This is an optimization exercise on Yosys and OpenROAD, whose aim is small area, not a production implementation.
The RTL was checked by simulation tests, not by an equivalence proof against the original design.
No activity file was given, so power comes from the tool's default toggle rates.

## job 104
==> flow/design.v <==
`timescale 1ns / 1ps
module bmp_stream_deframer (
  input  logic               clk,
  input  logic               rst,
  input  logic               in_valid,
  output logic               in_ready,
  input  logic [7:0]         data_byte,
  input  logic               end_of_stream,
  output logic               out_valid,
  input  logic               out_ready,
  output logic [1:0]         result_kind,
  output logic [7:0]         pixel_byte,
  output logic               row_end,
  output logic               image_end,
  output logic signed [31:0] image_width,
  output logic signed [31:0] image_height,
  output logic [15:0]        pixel_bits,
  output logic [31:0]        pixel_data_offset,
  output logic [1:0]         error_code
);
  localparam logic [2:0] PH_HEADER = 3'd0;
  localparam logic [2:0] PH_SKIP   = 3'd1;
  localparam logic [2:0] PH_ROW    = 3'd2;
  localparam logic [2:0] PH_PAD    = 3'd3;
  localparam logic [2:0] PH_WAIT   = 3'd4;
  localparam logic [5:0] HIDX_FIRST = 6'd2;
  localparam logic [5:0] HIDX_LAST  = 6'd55;
  logic       ib_valid;
  logic [7:0] ib_data;
  logic       ib_eos;
  logic [2:0]  phase, phase_next;
  logic [5:0]  hidx, hidx_next;       
  logic [31:0] off_q;                 
  logic [31:0] wid_q;
  logic [31:0] hgt_q;                 
  logic [15:0] bpp_q;
  logic       yield, is_hdr, is_pix, is_err;
  logic [1:0] err;
  logic       res_row_end, res_image_end;
  logic       step;
  logic       off_load_w, off_dec, hgt_dec;
  logic [3:0] ld_off, ld_wid, ld_hgt;
  logic [1:0] ld_bpp;
  logic off_hi_zero, off_lt54, off_eq54, off_eq55;
  logic w_pos, h_pos, empty;
  logic last_row_byte, last_image;
  logic enter_row;
  logic in_header;
  assign off_hi_zero   = (off_q[31:6] == 26'd0);
  assign off_lt54      = off_hi_zero && (off_q[5:0] < 6'd54);
  assign off_eq54      = off_hi_zero && (off_q[5:0] == 6'd54);
  assign off_eq55      = off_hi_zero && (off_q[5:0] == 6'd55);
  assign w_pos         = !wid_q[31] && (wid_q[30:0] != 31'd0);
  assign h_pos         = !hgt_q[31] && (hgt_q[30:0] != 31'd0);
  assign empty         = !(w_pos && h_pos);
  assign last_row_byte = (off_q == 32'd1) && (hidx[1:0] == 2'd2);
  assign last_image    = last_row_byte && (hgt_q == 32'd1);
  assign in_header = (phase == PH_HEADER);
  always_comb begin
    for (int k = 0; k < 4; k++) begin
      ld_off[k] = in_header && (hidx == 6'd12 + 6'(k));
      ld_wid[k] = in_header && (hidx == 6'd20 + 6'(k));
      ld_hgt[k] = in_header && (hidx == 6'd24 + 6'(k));
    end
    for (int k = 0; k < 2; k++) begin
      ld_bpp[k] = in_header && (hidx == 6'd30 + 6'(k));
    end
  end
  always_comb begin
    phase_next    = phase;
    hidx_next     = hidx;
    off_load_w    = 1'b0;
    off_dec       = 1'b0;
    hgt_dec       = 1'b0;
    yield         = 1'b0;
    is_hdr        = 1'b0;
    is_pix        = 1'b0;
    err           = 2'd0;
    res_row_end   = 1'b0;
    res_image_end = 1'b0;
    enter_row     = 1'b0;
    case (phase)
      PH_HEADER: begin
        if ((hidx == 6'd2 && ib_data != 8'h42) || (hidx == 6'd3 && ib_data != 8'h4D)) begin
          yield      = 1'b1;
          err        = 2'd1;
          phase_next = PH_WAIT;
        end else if (hidx != HIDX_LAST) begin
          hidx_next = hidx + 6'd1;
          if (ib_eos) begin
            yield = 1'b1;
            err   = 2'd2;
          end
        end else if (off_lt54) begin
          yield      = 1'b1;
          err        = 2'd3;
          phase_next = PH_WAIT;
        end else if (ib_eos && !empty) begin
          yield = 1'b1;
          err   = 2'd2;
        end else begin
          yield         = 1'b1;
          is_hdr        = 1'b1;
          res_image_end = empty;
          if (empty) begin
            phase_next = PH_WAIT;
          end else if (off_eq54) begin
            enter_row = 1'b1;
          end else begin
            phase_next = PH_SKIP;
          end
        end
      end
      PH_SKIP: begin
        if (ib_eos) begin
          yield = 1'b1;
          err   = 2'd2;
        end else if (off_eq55) begin
          enter_row = 1'b1;
        end else begin
          off_dec = 1'b1;
        end
      end
      PH_ROW: begin
        if (ib_eos && !last_image) begin
          yield = 1'b1;
          err   = 2'd2;
        end else begin
          yield         = 1'b1;
          is_pix        = 1'b1;
          res_row_end   = last_row_byte;
          res_image_end = last_image;
        end
        if (last_row_byte) begin
          off_load_w     = 1'b1;
          hgt_dec        = 1'b1;
          hidx_next[1:0] = 2'd0 - wid_q[1:0];
          if (last_image) begin
            phase_next = PH_WAIT;
          end else if (wid_q[1:0] != 2'd0) begin
            phase_next = PH_PAD;
          end
        end else if (hidx[1:0] == 2'd2) begin
          hidx_next[1:0] = 2'd0;
          off_dec        = 1'b1;
        end else begin
          hidx_next[1:0] = hidx[1:0] + 2'd1;
        end
      end
      PH_PAD: begin
        if (ib_eos) begin
          yield = 1'b1;
          err   = 2'd2;
        end
        hidx_next[1:0] = hidx[1:0] + 2'd1;
        if (hidx[1:0] == 2'd3) begin
          phase_next = PH_ROW;
        end
      end
      default: ;
    endcase
    if (enter_row) begin
      off_load_w     = 1'b1;
      hidx_next[1:0] = 2'd0;
      phase_next     = PH_ROW;
    end
    if (ib_eos) begin
      phase_next = PH_HEADER;
      hidx_next  = HIDX_FIRST;
    end
  end
  assign is_err    = yield && !is_hdr && !is_pix;
  assign step      = ib_valid && (out_ready || !yield);
  assign in_ready  = !ib_valid || out_ready || !yield;
  assign out_valid = ib_valid && yield;
  always_ff @(posedge clk) begin
    if (rst) begin
      ib_valid <= 1'b0;
    end else if (in_ready) begin
      ib_valid <= in_valid;
    end
  end
  always_ff @(posedge clk) begin
    if (in_ready) begin
      ib_data <= data_byte;
      ib_eos  <= end_of_stream;
    end
  end
  assign result_kind       = {is_err, is_hdr};
  assign pixel_byte        = is_pix ? ib_data : 8'd0;
  assign row_end           = res_row_end;
  assign image_end         = res_image_end;
  assign error_code        = is_err ? err : 2'd0;
  assign image_width       = is_hdr ? wid_q : 32'd0;
  assign image_height      = is_hdr ? hgt_q : 32'd0;
  assign pixel_bits        = is_hdr ? bpp_q : 16'd0;
  assign pixel_data_offset = is_hdr ? off_q : 32'd0;
  always_ff @(posedge clk) begin
    if (rst) begin
      phase <= PH_HEADER;
      hidx  <= HIDX_FIRST;
    end else if (step) begin
      phase <= phase_next;
      hidx  <= hidx_next;
    end
  end
  logic [31:0] off_d, hgt_d;
  always_comb begin
    off_d = off_q - {31'd0, step && off_dec};
    if (step && off_load_w) off_d = wid_q;
    hgt_d = hgt_q - {31'd0, step && hgt_dec};
    for (int k = 0; k < 4; k++) begin
      if (step && ld_off[k]) off_d[8*k +: 8] = ib_data;
      if (step && ld_hgt[k]) hgt_d[8*k +: 8] = ib_data;
    end
  end
  always_ff @(posedge clk) begin
    off_q <= off_d;
    hgt_q <= hgt_d;
  end
  always_ff @(posedge clk) begin
    for (int k = 0; k < 4; k++) begin
      if (step && ld_wid[k]) wid_q[8*k +: 8] <= ib_data;
    end
    for (int k = 0; k < 2; k++) begin
      if (step && ld_bpp[k]) bpp_q[8*k +: 8] <= ib_data;
    end
  end
endmodule
clock: 7.0 ns
lec_check: 0
cap_margin: 20
core_margin: 2
core_utilization: 55
place_density: 0.7
slew_margin: 20
standard.sh (not shown) runs the stock make flow with config.mk's settings and CLKGATE_MAP_FILE= SYNTH_SCRIPT=/design/flow/synth_recipe.tcl, a recipe that flattens the netlist after the stock synthesis.
==> flow/flow/run.sh <==
#!/bin/bash
# Layout flow: the standard synthesis, then an area-oriented re-mapping of the
# combinational logic only (every register instance is kept as synthesis made it, with
# its name and cell type), then the standard layout with buf_1 port buffers and a clock tree
# without dummy loads.
# Each tool's full output is kept in a log file in this folder (and ORFS's own logs
# under orfs/logs).
set -euo pipefail
HERE=$(pwd)
RES=$HERE/orfs/results/$FLOW_PLATFORM/bmp_stream_deframer/base
LOGS=$HERE/orfs/logs/$FLOW_PLATFORM/bmp_stream_deframer/base

# 1. standard synthesis
bash standard.sh synth > standard_synth.log 2>&1

# 2. re-map the combinational logic for area
cp "$RES/1_2_yosys.v" "$HERE/synth_standard.v"
export REMAP_IN=$HERE/synth_standard.v
export REMAP_OUT=$HERE/synth_remap.v
export REMAP_LIB=$FLOW_HOME/platforms/$FLOW_PLATFORM/lib/sky130_fd_sc_hd__tt_025C_1v80.lib
export REMAP_ABC=$HERE/flow/remap.abc
export REMAP_DONT_USE="$(grep -o -- '-dont_use [A-Za-z0-9_]*' "$LOGS/1_2_yosys.log" | sort -u | tr '\n' ' ')"
export REMAP_SEQ="$(grep -o 'sky130_fd_sc_hd__[a-z0-9_]*' "$REMAP_IN" | sort -u | grep -E '__(e?s?df|dl|sdl)' | tr '\n' ' ')"
yosys -c flow/remap.tcl > remap_yosys.log 2>&1
cp "$REMAP_OUT" "$RES/1_2_yosys.v"
touch "$RES/1_2_yosys.v"

# 3. standard layout from the re-mapped netlist, small port buffers
export BUFFER_PORTS_ARGS="-buffer_cell sky130_fd_sc_hd__buf_1"
# clock tree: ORFS's own arguments, plus those in flow/cts_args (no dummy loads)
export CTS_ARGS="-sink_clustering_enable -repair_clock_nets $(cat flow/cts_args)"
bash standard.sh > standard.log 2>&1
==> flow/flow/cts_args <==
-buf_list sky130_fd_sc_hd__clkbuf_4 -dont_use_dummy_load
==> flow/flow/remap.abc <==
strash
&get -n
&st
&syn2
&dch -f
&nf -R 50
&put
==> flow/flow/remap.tcl <==
yosys read_liberty -ignore_miss_func $::env(REMAP_LIB)
yosys read_verilog $::env(REMAP_IN)
yosys hierarchy -top $::env(FLOW_TOP)
foreach c $::env(REMAP_SEQ) { yosys setattr -mod -set keep_hierarchy 1 $c }
yosys flatten
yosys opt_clean -purge
yosys abc -liberty $::env(REMAP_LIB) {*}$::env(REMAP_DONT_USE) -script $::env(REMAP_ABC)
yosys opt_clean -purge
yosys stat -liberty $::env(REMAP_LIB)
yosys select $::env(FLOW_TOP)
yosys write_verilog -noattr -selected $::env(REMAP_OUT)
For job 103, these inputs were changed with respect to job 104:
--- a/flow/design.v
+++ b/flow/design.v
@@ -26,7 +26,4 @@
   localparam logic [5:0] HIDX_FIRST = 6'd2;
   localparam logic [5:0] HIDX_LAST  = 6'd55;
-  logic       ib_valid;
-  logic [7:0] ib_data;
-  logic       ib_eos;
   logic [2:0]  phase, phase_next;
   logic [5:0]  hidx, hidx_next;       
@@ -82,5 +79,5 @@
     case (phase)
       PH_HEADER: begin
-        if ((hidx == 6'd2 && ib_data != 8'h42) || (hidx == 6'd3 && ib_data != 8'h4D)) begin
+        if ((hidx == 6'd2 && data_byte != 8'h42) || (hidx == 6'd3 && data_byte != 8'h4D)) begin
           yield      = 1'b1;
           err        = 2'd1;
@@ -88,5 +85,5 @@
         end else if (hidx != HIDX_LAST) begin
           hidx_next = hidx + 6'd1;
-          if (ib_eos) begin
+          if (end_of_stream) begin
             yield = 1'b1;
             err   = 2'd2;
@@ -96,5 +93,5 @@
           err        = 2'd3;
           phase_next = PH_WAIT;
-        end else if (ib_eos && !empty) begin
+        end else if (end_of_stream && !empty) begin
           yield = 1'b1;
           err   = 2'd2;
@@ -113,5 +110,5 @@
       end
       PH_SKIP: begin
-        if (ib_eos) begin
+        if (end_of_stream) begin
           yield = 1'b1;
           err   = 2'd2;
@@ -123,5 +120,5 @@
       end
       PH_ROW: begin
-        if (ib_eos && !last_image) begin
+        if (end_of_stream && !last_image) begin
           yield = 1'b1;
           err   = 2'd2;
@@ -149,5 +146,5 @@
       end
       PH_PAD: begin
-        if (ib_eos) begin
+        if (end_of_stream) begin
           yield = 1'b1;
           err   = 2'd2;
@@ -165,5 +162,5 @@
       phase_next     = PH_ROW;
     end
-    if (ib_eos) begin
+    if (end_of_stream) begin
       phase_next = PH_HEADER;
       hidx_next  = HIDX_FIRST;
@@ -171,22 +168,9 @@
   end
   assign is_err    = yield && !is_hdr && !is_pix;
-  assign step      = ib_valid && (out_ready || !yield);
-  assign in_ready  = !ib_valid || out_ready || !yield;
-  assign out_valid = ib_valid && yield;
-  always_ff @(posedge clk) begin
-    if (rst) begin
-      ib_valid <= 1'b0;
-    end else if (in_ready) begin
-      ib_valid <= in_valid;
-    end
-  end
-  always_ff @(posedge clk) begin
-    if (in_ready) begin
-      ib_data <= data_byte;
-      ib_eos  <= end_of_stream;
-    end
-  end
+  assign in_ready  = out_ready;
+  assign step      = in_valid && out_ready;
+  assign out_valid = step && yield;
   assign result_kind       = {is_err, is_hdr};
-  assign pixel_byte        = is_pix ? ib_data : 8'd0;
+  assign pixel_byte        = is_pix ? data_byte : 8'd0;
   assign row_end           = res_row_end;
   assign image_end         = res_image_end;
@@ -211,6 +195,6 @@
     hgt_d = hgt_q - {31'd0, step && hgt_dec};
     for (int k = 0; k < 4; k++) begin
-      if (step && ld_off[k]) off_d[8*k +: 8] = ib_data;
-      if (step && ld_hgt[k]) hgt_d[8*k +: 8] = ib_data;
+      if (step && ld_off[k]) off_d[8*k +: 8] = data_byte;
+      if (step && ld_hgt[k]) hgt_d[8*k +: 8] = data_byte;
     end
   end
@@ -221,8 +205,8 @@
   always_ff @(posedge clk) begin
     for (int k = 0; k < 4; k++) begin
-      if (step && ld_wid[k]) wid_q[8*k +: 8] <= ib_data;
+      if (step && ld_wid[k]) wid_q[8*k +: 8] <= data_byte;
     end
     for (int k = 0; k < 2; k++) begin
-      if (step && ld_bpp[k]) bpp_q[8*k +: 8] <= ib_data;
+      if (step && ld_bpp[k]) bpp_q[8*k +: 8] <= data_byte;
     end
   end
Results
- Compared with job 104, job 103 degrades first-pass GRT wire length.
- Relative to job 104, combinational power has increased by 670% in job 103.
- From job 104 to job 103 the numbers moved as follows: register-to-register slack picked up an extra 0.44 ns; die area lost 6.3%.
- Job 103 vs job 104 on wire length: job 103 is the higher one.
- Estimated wirelength of the detail-placed design: job 103 worse than job 104
- Job 103 against job 104: number of multi-input logic gates now sits lower, area growth from synthesis to layout increased by 1.7 points relative to the old numbers.

## static timing again, ports no longer ideal
In the flow no input, the clock included, has a driving cell. The finished layouts below were timed again as built, in two steps. Step 1, drivers: a clkbuf_16 drives clk and a buf_2 each remaining input, both assumed. Step 2 moves the port delays by t, midway between the first and last clock arrival at a register: inputs arrive t later, outputs are due t later. That takes back most of the time a late clock gives input paths. Three values: no drivers, after step 1, after step 2; two values: the first two.
run	t, ns	setup WS [ns]	worst data-port slew with drivers (ns)	pins driven straight from the clock port
job 104	0.569	1.110 / 1.077 / 1.646	0.04	1
job 103	0.551	1.506 / 1.470 / 1.246	0.03	1
After both steps setup and hold are still met in every run listed. For job 103, which loses most, drivers alone change the setup slack by -0.036 ns; drivers and shift together by -0.260 ns.
